Context: an optimization exercise on an open-source flow, tuned for small area and a short achievable clock period. The choices shown serve that exercise and are no tape-out recipe.
Where RTL was checked, it was by simulation tests only, not by an equivalence proof against the original.
No activity file was given, so power comes from the tool's default toggle rates. The clock port is modelled as an ideal driver; clocking choices that lean on that would not hold on a real chip.

==> run a <==
==> flow/design.v <==
package bbox_pkg;
    localparam int COORD_W = 24;
    localparam int RADIX = 10;
    localparam int MSAA_SHIFT = RADIX - 3;
    localparam int NUM_VERTS = 3;
    typedef logic signed [COORD_W-1:0] coord_t;
    typedef logic [3:0] msaa_t;
    function automatic logic less17(input logic [16:0] a, input logic [16:0] b);
        logic [16:0] lt, gt;
        lt = ~a & b;
        gt = a & ~b;
        for (int step = 1; step < 17; step = step * 2) begin
            for (int i = 0; i + step < 17; i = i + 2 * step) begin
                lt[i] = lt[i+step] | (~gt[i+step] & lt[i]);
                gt[i] = gt[i+step] | (~lt[i+step] & gt[i]);
            end
        end
        less17 = lt[0];
    endfunction
    function automatic logic less16(input logic [15:0] a, input logic [15:0] b);
        logic [15:0] lt, gt;
        lt = ~a & b;
        gt = a & ~b;
        for (int step = 1; step < 16; step = step * 2) begin
            for (int i = 0; i + step < 16; i = i + 2 * step) begin
                lt[i] = lt[i+step] | (~gt[i+step] & lt[i]);
                gt[i] = gt[i+step] | (~lt[i+step] & gt[i]);
            end
        end
        less16 = lt[0];
    endfunction
endpackage
module bbox_extent (
    input  logic [3*17-1:0]              f,      
    input  logic [bbox_pkg::COORD_W-2:0] lim,    
    output logic [2:0]                   lt,     
    output logic [2:0]                   gt      
);
    logic [16:0] f0, f1, f2;
    assign f0 = f[0*17 +: 17] ^ 17'h10000;
    assign f1 = f[1*17 +: 17] ^ 17'h10000;
    assign f2 = f[2*17 +: 17] ^ 17'h10000;
    assign lt[0] = bbox_pkg::less17(f0, f1);
    assign lt[1] = bbox_pkg::less17(f0, f2);
    assign lt[2] = bbox_pkg::less17(f1, f2);
    always_comb begin
        for (int v = 0; v < 3; v++) begin
            gt[v] = ~f[v*17 + 16] & bbox_pkg::less16(lim[bbox_pkg::COORD_W-2:7], f[v*17 +: 16]);
        end
    end
endmodule
module bbox_snap (
    input  logic [3:0] msaa,
    output logic [2:0] keep     
);
    assign keep = 3'd0 - msaa[2:0];
endmodule
module bbox_clip (
    input  logic [3*17-1:0]              f,         
    input  logic [2:0]                   lt,        
    input  logic [2:0]                   gt,        
    input  logic [bbox_pkg::COORD_W-2:0] lim,       
    output logic [15:0]                  lo,        
    output logic [bbox_pkg::COORD_W-2:0] hi,        
    output logic                         on_screen
);
    logic [2:0]  min_sel, max_sel, neg;
    logic        min_gt, max_gt, min_neg, max_neg;
    logic [15:0] fmin, fmax;
    assign min_sel[0] = lt[0] & lt[1];
    assign min_sel[1] = ~min_sel[0] & lt[2];
    assign min_sel[2] = ~min_sel[0] & ~lt[2];
    assign max_sel[0] = ~lt[0] & ~lt[1];
    assign max_sel[1] = ~max_sel[0] & ~lt[2];
    assign max_sel[2] = ~max_sel[0] & lt[2];
    assign neg = {f[3*17-1], f[2*17-1], f[17-1]};
    assign min_gt  = |(min_sel & gt);
    assign max_gt  = |(max_sel & gt);
    assign min_neg = |(min_sel & neg);
    assign max_neg = |(max_sel & neg);
    always_comb begin
        fmin = '0;
        fmax = '0;
        for (int v = 0; v < 3; v++) begin
            if (min_sel[v]) fmin = fmin | f[v*17 +: 16];
            if (max_sel[v]) fmax = fmax | f[v*17 +: 16];
        end
    end
    assign lo        = min_neg ? 16'b0 : fmin;
    assign hi        = max_gt ? lim : {fmax, 7'b0};
    assign on_screen = ~min_gt & ~max_neg;
endmodule
module bbox_pipe #(
    parameter int DW = 1
) (
    input  logic          clk,
    input  logic          rst_n,
    input  logic          stall,
    input  logic          valid_d,
    input  logic [DW-1:0] data_d,
    output logic          valid_q,
    output logic [DW-1:0] data_q
);
    always_ff @(posedge clk) begin
        if (!rst_n) begin
            valid_q <= 1'b0;
        end else if (!stall) begin
            valid_q <= valid_d;
        end
    end
    always_ff @(posedge clk) begin
        if (!stall) begin
            data_q <= data_d;
        end
    end
endmodule
module bbox_top (
    input  logic          clk,
    input  logic          rst_n,
    input  logic [143:0]  tri_in,
    input  logic          tri_valid,
    input  logic          stall,
    input  logic [47:0]   screen,
    input  logic [3:0]    msaa,
    output logic [143:0]  tri_out,
    output logic [95:0]   box,
    output logic          box_valid
);
    localparam int W = bbox_pkg::COORD_W;
    logic [2:0]   keep_in;
    logic         v0;
    logic [143:0] t0;
    logic [45:0]  s0;
    logic [2:0]   k0;
    bbox_snap u_snap (
        .msaa (msaa),
        .keep (keep_in)
    );
    bbox_pipe #(.DW(144 + 46 + 3)) u_s0 (
        .clk     (clk),
        .rst_n   (rst_n),
        .stall   (stall),
        .valid_d (tri_valid & ~screen[W-1] & ~screen[2*W-1]),
        .data_d  ({tri_in, screen[W +: W-1], screen[0 +: W-1], keep_in}),
        .valid_q (v0),
        .data_q  ({t0, s0, k0})
    );
    logic [5:0] lt_d, gt_d;
    for (genvar a = 0; a < 2; a++) begin : g_cmp
        logic [3*17-1:0] f;
        for (genvar v = 0; v < 3; v++) begin : g_vert
            assign f[v*17 +: 17] = {t0[(v*2+a)*W+10 +: W-10], t0[(v*2+a)*W+7 +: 3] & k0};
        end
        bbox_extent u_extent (
            .f   (f),
            .lim (s0[a*(W-1) +: W-1]),
            .lt  (lt_d[a*3 +: 3]),
            .gt  (gt_d[a*3 +: 3])
        );
    end
    logic         v1;
    logic [143:0] t1;
    logic [45:0]  s1;
    logic [2:0]   k1;
    logic [5:0]   lt1, gt1;
    bbox_pipe #(.DW(144 + 46 + 3 + 12)) u_s1 (
        .clk     (clk),
        .rst_n   (rst_n),
        .stall   (stall),
        .valid_d (v0),
        .data_d  ({t0, s0, k0, lt_d, gt_d}),
        .valid_q (v1),
        .data_q  ({t1, s1, k1, lt1, gt1})
    );
    logic [1:0]  on_screen;
    logic [31:0] lo_d;
    logic [45:0] hi_d;
    for (genvar a = 0; a < 2; a++) begin : g_box
        logic [3*17-1:0] f;
        for (genvar v = 0; v < 3; v++) begin : g_vert
            assign f[v*17 +: 17] = {t1[(v*2+a)*W+10 +: W-10], t1[(v*2+a)*W+7 +: 3] & k1};
        end
        bbox_clip u_clip (
            .f         (f),
            .lt        (lt1[a*3 +: 3]),
            .gt        (gt1[a*3 +: 3]),
            .lim       (s1[a*(W-1) +: W-1]),
            .lo        (lo_d[a*16 +: 16]),
            .hi        (hi_d[a*(W-1) +: W-1]),
            .on_screen (on_screen[a])
        );
    end
    logic         v2;
    logic [143:0] t2;
    logic [31:0]  lo2;
    logic [45:0]  hi2;
    bbox_pipe #(.DW(144 + 32 + 46)) u_s2 (
        .clk     (clk),
        .rst_n   (rst_n),
        .stall   (stall),
        .valid_d (v1 & (&on_screen)),
        .data_d  ({t1, lo_d, hi_d}),
        .valid_q (v2),
        .data_q  ({t2, lo2, hi2})
    );
    assign tri_out   = t2;
    assign box_valid = v2;
    for (genvar a = 0; a < 2; a++) begin : g_out
        assign box[a*W +: W]     = {1'b0, lo2[a*16 +: 16], 7'b0};
        assign box[(2+a)*W +: W] = {1'b0, hi2[a*(W-1) +: W-1]};
    end
endmodule
==> flow/flow/run.sh <==
#!/bin/bash
cp standard.sh standard_sh.txt
export ADDER_MAP_FILE=
export BUFFER_PORTS_ARGS="-buffer_cell sky130_fd_sc_hd__buf_1"
export CTS_ARGS="-sink_clustering_enable -repair_clock_nets -dont_use_dummy_load -buf_list {sky130_fd_sc_hd__clkbuf_4 sky130_fd_sc_hd__clkbuf_8 sky130_fd_sc_hd__clkbuf_16}"
bash standard.sh > standard.log 2>&1
==> flow/standard.sh <==
#!/bin/bash
# synth_recipe.tcl (not shown) runs the flow's synth.tcl, then flattens the netlist and writes it again
# the make line also repeats each setting of config.mk as NAME=value (left out here)
make -C /OpenROAD-flow-scripts/flow DESIGN_CONFIG=/design/flow/config.mk WORK_HOME=/design/flow/orfs CLKGATE_MAP_FILE= SYNTH_SCRIPT=/design/flow/synth_recipe.tcl "${@:-finish}"
==> flow/config.mk <==
export PLATFORM = sky130hd
export DESIGN_NAME = bbox_top
export DESIGN_NICKNAME = bbox_top
export VERILOG_FILES = /design/flow/design.v
export SDC_FILE = /design/flow/constraint.sdc
export NUM_CORES = 4
export LEC_CHECK = 0
export CAP_MARGIN = 20
export CORE_MARGIN = 2
export CORE_UTILIZATION = 40
export SETUP_SLACK_MARGIN = 4.8
export SLEW_MARGIN = 20
==> flow/constraint.sdc <==
create_clock -name core_clock -period 7.5 [get_ports {clk}]
set_input_delay 1.5000 -clock core_clock [delete_from_list [all_inputs] [get_ports {clk}]]
set_output_delay 1.5000 -clock core_clock [all_outputs]
set_load 0.01 [all_outputs]
==> run b (differences from run a) <==
==> flow/flow/run.sh (replaced) <==
#!/bin/bash
cp standard.sh standard_sh.txt
export ADDER_MAP_FILE=
export BUFFER_PORTS_ARGS="-buffer_cell sky130_fd_sc_hd__buf_1"
export CTS_EXTRA="-sink_clustering_size 30 -sink_clustering_max_diameter 100"
export CTS_ARGS="-sink_clustering_enable -repair_clock_nets -dont_use_dummy_load -buf_list {sky130_fd_sc_hd__clkbuf_4 sky130_fd_sc_hd__clkbuf_8 sky130_fd_sc_hd__clkbuf_16} ${CTS_EXTRA:-}"
export PRE_RESIZE_TCL=$PWD/flow/pre_resize.tcl
bash standard.sh > standard.log 2>&1
==> flow/flow/pre_resize.tcl (new file) <==
# Limit fanout so repair_design builds buffer trees for wide nets (stall)
set_max_fanout 20 [current_design]
# Keep the output port buffers at their minimum size
set_dont_touch [get_cells output*]
CORE_UTILIZATION = 60   (was 40)
==> run c (differences from run a) <==
--- a/flow/design.v
+++ b/flow/design.v
@@ -33,19 +33,20 @@
 module bbox_extent (
-    input  logic [3*17-1:0]              f,      
-    input  logic [bbox_pkg::COORD_W-2:0] lim,    
-    output logic [2:0]                   lt,     
-    output logic [2:0]                   gt      
-);
-    logic [16:0] f0, f1, f2;
-    assign f0 = f[0*17 +: 17] ^ 17'h10000;
-    assign f1 = f[1*17 +: 17] ^ 17'h10000;
-    assign f2 = f[2*17 +: 17] ^ 17'h10000;
-    assign lt[0] = bbox_pkg::less17(f0, f1);
-    assign lt[1] = bbox_pkg::less17(f0, f2);
-    assign lt[2] = bbox_pkg::less17(f1, f2);
-    always_comb begin
-        for (int v = 0; v < 3; v++) begin
-            gt[v] = ~f[v*17 + 16] & bbox_pkg::less16(lim[bbox_pkg::COORD_W-2:7], f[v*17 +: 16]);
-        end
-    end
+    input  logic [3*17-1:0] x,         
+    output logic [2:0]      min_sel,
+    output logic [2:0]      max_sel
+);
+    logic [16:0] x0, x1, x2;
+    logic        l01, l02, l12;
+    assign x0 = x[0*17 +: 17] ^ 17'h10000;
+    assign x1 = x[1*17 +: 17] ^ 17'h10000;
+    assign x2 = x[2*17 +: 17] ^ 17'h10000;
+    assign l01 = bbox_pkg::less17(x0, x1);
+    assign l02 = bbox_pkg::less17(x0, x2);
+    assign l12 = bbox_pkg::less17(x1, x2);
+    assign min_sel[0] = l01 & l02;
+    assign min_sel[1] = ~min_sel[0] & l12;
+    assign min_sel[2] = ~min_sel[0] & ~l12;
+    assign max_sel[0] = ~l01 & ~l02;
+    assign max_sel[1] = ~max_sel[0] & ~l12;
+    assign max_sel[2] = ~max_sel[0] & l12;
 endmodule
@@ -58,5 +59,6 @@
 module bbox_clip (
-    input  logic [3*17-1:0]              f,         
-    input  logic [2:0]                   lt,        
-    input  logic [2:0]                   gt,        
+    input  logic [3*17-1:0]              x,         
+    input  logic [2:0]                   min_sel,
+    input  logic [2:0]                   max_sel,
+    input  logic [2:0]                   keep,      
     input  logic [bbox_pkg::COORD_W-2:0] lim,       
@@ -66,24 +68,20 @@
 );
-    logic [2:0]  min_sel, max_sel, neg;
+    logic [16:0] xmin, xmax;
+    logic [15:0] fmin, fmax, lim_hi;
     logic        min_gt, max_gt, min_neg, max_neg;
-    logic [15:0] fmin, fmax;
-    assign min_sel[0] = lt[0] & lt[1];
-    assign min_sel[1] = ~min_sel[0] & lt[2];
-    assign min_sel[2] = ~min_sel[0] & ~lt[2];
-    assign max_sel[0] = ~lt[0] & ~lt[1];
-    assign max_sel[1] = ~max_sel[0] & ~lt[2];
-    assign max_sel[2] = ~max_sel[0] & lt[2];
-    assign neg = {f[3*17-1], f[2*17-1], f[17-1]};
-    assign min_gt  = |(min_sel & gt);
-    assign max_gt  = |(max_sel & gt);
-    assign min_neg = |(min_sel & neg);
-    assign max_neg = |(max_sel & neg);
     always_comb begin
-        fmin = '0;
-        fmax = '0;
+        xmin = '0;
+        xmax = '0;
         for (int v = 0; v < 3; v++) begin
-            if (min_sel[v]) fmin = fmin | f[v*17 +: 16];
-            if (max_sel[v]) fmax = fmax | f[v*17 +: 16];
-        end
-    end
+            if (min_sel[v]) xmin = xmin | x[v*17 +: 17];
+            if (max_sel[v]) xmax = xmax | x[v*17 +: 17];
+        end
+    end
+    assign min_neg = xmin[16];
+    assign max_neg = xmax[16];
+    assign fmin    = {xmin[15:3], xmin[2:0] & keep};
+    assign fmax    = {xmax[15:3], xmax[2:0] & keep};
+    assign lim_hi = lim[bbox_pkg::COORD_W-2:7];
+    assign min_gt = ~min_neg & bbox_pkg::less16(lim_hi, fmin);
+    assign max_gt = ~max_neg & bbox_pkg::less16(lim_hi, fmax);
     assign lo        = min_neg ? 16'b0 : fmin;
@@ -147,13 +145,15 @@
     );
-    logic [5:0] lt_d, gt_d;
-    for (genvar a = 0; a < 2; a++) begin : g_cmp
-        logic [3*17-1:0] f;
-        for (genvar v = 0; v < 3; v++) begin : g_vert
-            assign f[v*17 +: 17] = {t0[(v*2+a)*W+10 +: W-10], t0[(v*2+a)*W+7 +: 3] & k0};
-        end
+    function automatic logic [3*17-1:0] verts(input logic [143:0] t, input int ax);
+        for (int v = 0; v < 3; v++) begin
+            verts[v*17 +: 17] = t[(v*2+ax)*W+7 +: 17];
+        end
+    endfunction
+    logic [5:0] min_sel_d, max_sel_d;
+    for (genvar a = 0; a < 2; a++) begin : g_order
+        logic [3*17-1:0] x;
+        assign x = verts(t0, a);
         bbox_extent u_extent (
-            .f   (f),
-            .lim (s0[a*(W-1) +: W-1]),
-            .lt  (lt_d[a*3 +: 3]),
-            .gt  (gt_d[a*3 +: 3])
+            .x       (x),
+            .min_sel (min_sel_d[a*3 +: 3]),
+            .max_sel (max_sel_d[a*3 +: 3])
         );
@@ -164,3 +164,3 @@
     logic [2:0]   k1;
-    logic [5:0]   lt1, gt1;
+    logic [5:0]   min_sel1, max_sel1;
     bbox_pipe #(.DW(144 + 46 + 3 + 12)) u_s1 (
@@ -170,5 +170,5 @@
         .valid_d (v0),
-        .data_d  ({t0, s0, k0, lt_d, gt_d}),
+        .data_d  ({t0, s0, k0, min_sel_d, max_sel_d}),
         .valid_q (v1),
-        .data_q  ({t1, s1, k1, lt1, gt1})
+        .data_q  ({t1, s1, k1, min_sel1, max_sel1})
     );
@@ -178,10 +178,9 @@
     for (genvar a = 0; a < 2; a++) begin : g_box
-        logic [3*17-1:0] f;
-        for (genvar v = 0; v < 3; v++) begin : g_vert
-            assign f[v*17 +: 17] = {t1[(v*2+a)*W+10 +: W-10], t1[(v*2+a)*W+7 +: 3] & k1};
-        end
+        logic [3*17-1:0] x;
+        assign x = verts(t1, a);
         bbox_clip u_clip (
-            .f         (f),
-            .lt        (lt1[a*3 +: 3]),
-            .gt        (gt1[a*3 +: 3]),
+            .x         (x),
+            .min_sel   (min_sel1[a*3 +: 3]),
+            .max_sel   (max_sel1[a*3 +: 3]),
+            .keep      (k1),
             .lim       (s1[a*(W-1) +: W-1]),
==> flow/flow/run.sh (replaced) <==
#!/bin/bash
cp standard.sh standard_sh.txt
export ADDER_MAP_FILE=
export BUFFER_PORTS_ARGS="-buffer_cell sky130_fd_sc_hd__buf_1"
export CTS_EXTRA="-sink_clustering_size 30 -sink_clustering_max_diameter 100"
export CTS_ARGS="-sink_clustering_enable -repair_clock_nets -dont_use_dummy_load -buf_list {sky130_fd_sc_hd__clkbuf_4 sky130_fd_sc_hd__clkbuf_8 sky130_fd_sc_hd__clkbuf_16} ${CTS_EXTRA:-}"
export PRE_RESIZE_TCL=$PWD/flow/pre_resize.tcl
bash standard.sh > standard.log 2>&1
==> flow/flow/pre_resize.tcl (new file) <==
# Limit fanout so repair_design builds buffer trees for wide nets (stall)
set_max_fanout 20 [current_design]
# Keep the output port buffers at their minimum size
set_dont_touch [get_cells output*]
CORE_UTILIZATION = 60   (was 40)
SETUP_SLACK_MARGIN = 5.0   (was 4.8)
==> comparison <==
Total power: run b < run c < run a. Maximum frequency: run b > run a > run c. Combinational power: run b is lower than run c (31%). First-iteration DRC count, highest first: run b, run c, run a. Register-to-register slack, highest first: run a, run b, run c. In clock-buffer cell count, run b and run c do not differ. The highest worst setup slack belongs to run b, the lowest to run c.
==> figures <==
quantity                                                                                     run c                    run b                       run a
Worst setup slack before clock tree synthesis                                             -2079 ps                -245.0 ps                     3661 ps
Slew at the pin closest to its max-slew limit                                             973.1 ps                 994.3 ps                     1261 ps
Outcome                                                                    complete, no violations  complete, no violations     complete, no violations
Final std cells w/o fill                                                                      2516                     2574                        2828
Number of distinct standard cells referenced by the synthesized netlist                         70                       62                          62
Worst setup path end                                                     u_s2.data_q[44]$_DFFE_PN_              tri_out[80]  u_s0.data_q[145]$_DFFE_PN_
Pwr dens                                                                              244.6 mW/mm²             244.2 mW/mm²                278.2 mW/mm²
Number of multi-input combinational cells in the layout                                        612                      833                         833
Fmax                                                                                     314.7 MHz                366.2 MHz                   344.2 MHz
Worst vdd ir                                                                              249.7 µV                 217.5 µV                    148.3 µV
Post-DP HPWL                                                                              38.24 mm                 42.27 mm                    41.45 mm
Reg-to-reg slack, setup                                                                    4320 ps                  4900 ps                     4930 ps
Clock group power                                                                          1.52 mW                  1.52 mW                     2.77 mW
Met1 routing resource usage after global routing                                            0.3698                   0.3982                      0.2361
Global-route wire length before repair                                                    80.07 mm                 84.19 mm                    86.71 mm
Only the layout flow was run in run c; the RTL was not checked for function there.

## re-timing with driven ports
The flow's constraints put no driver on any port. The routed layouts listed below were extracted and timed again, unchanged, in two steps. Step 1 sets driving cells, clkbuf_16 on the clock port and buf_2 on the other inputs (assumed; they add their load-dependent delay and slew). Step 2 moves the port delays by t, midway between the first and last clock arrival at a register: inputs arrive t later, outputs are due t later. That takes back most of the time a late clock gives input paths. Three values: ideal, step 1, step 2; two values: the first two.
| run | shift t [ns] | setup WS [ns] | worst hold slack (ns) | pins driven straight from the clock port |
|---|---|---|---|---|
| run a | 0.630 | 4.595 / 4.630 / 4.000 | 0.403 / 0.403 / 0.403 | 1 |
| run b | 0.631 | 4.769 / 4.711 / 4.272 | 0.424 / 0.424 / 0.424 | 1 |
| run c | 0.625 | 4.323 / 4.323 / 4.043 | 0.406 / 0.406 / 0.406 | 1 |
After both steps setup and hold are still met in every run listed. For run a, which loses most, drivers alone change the setup slack by +0.035 ns; drivers and shift together by -0.595 ns.
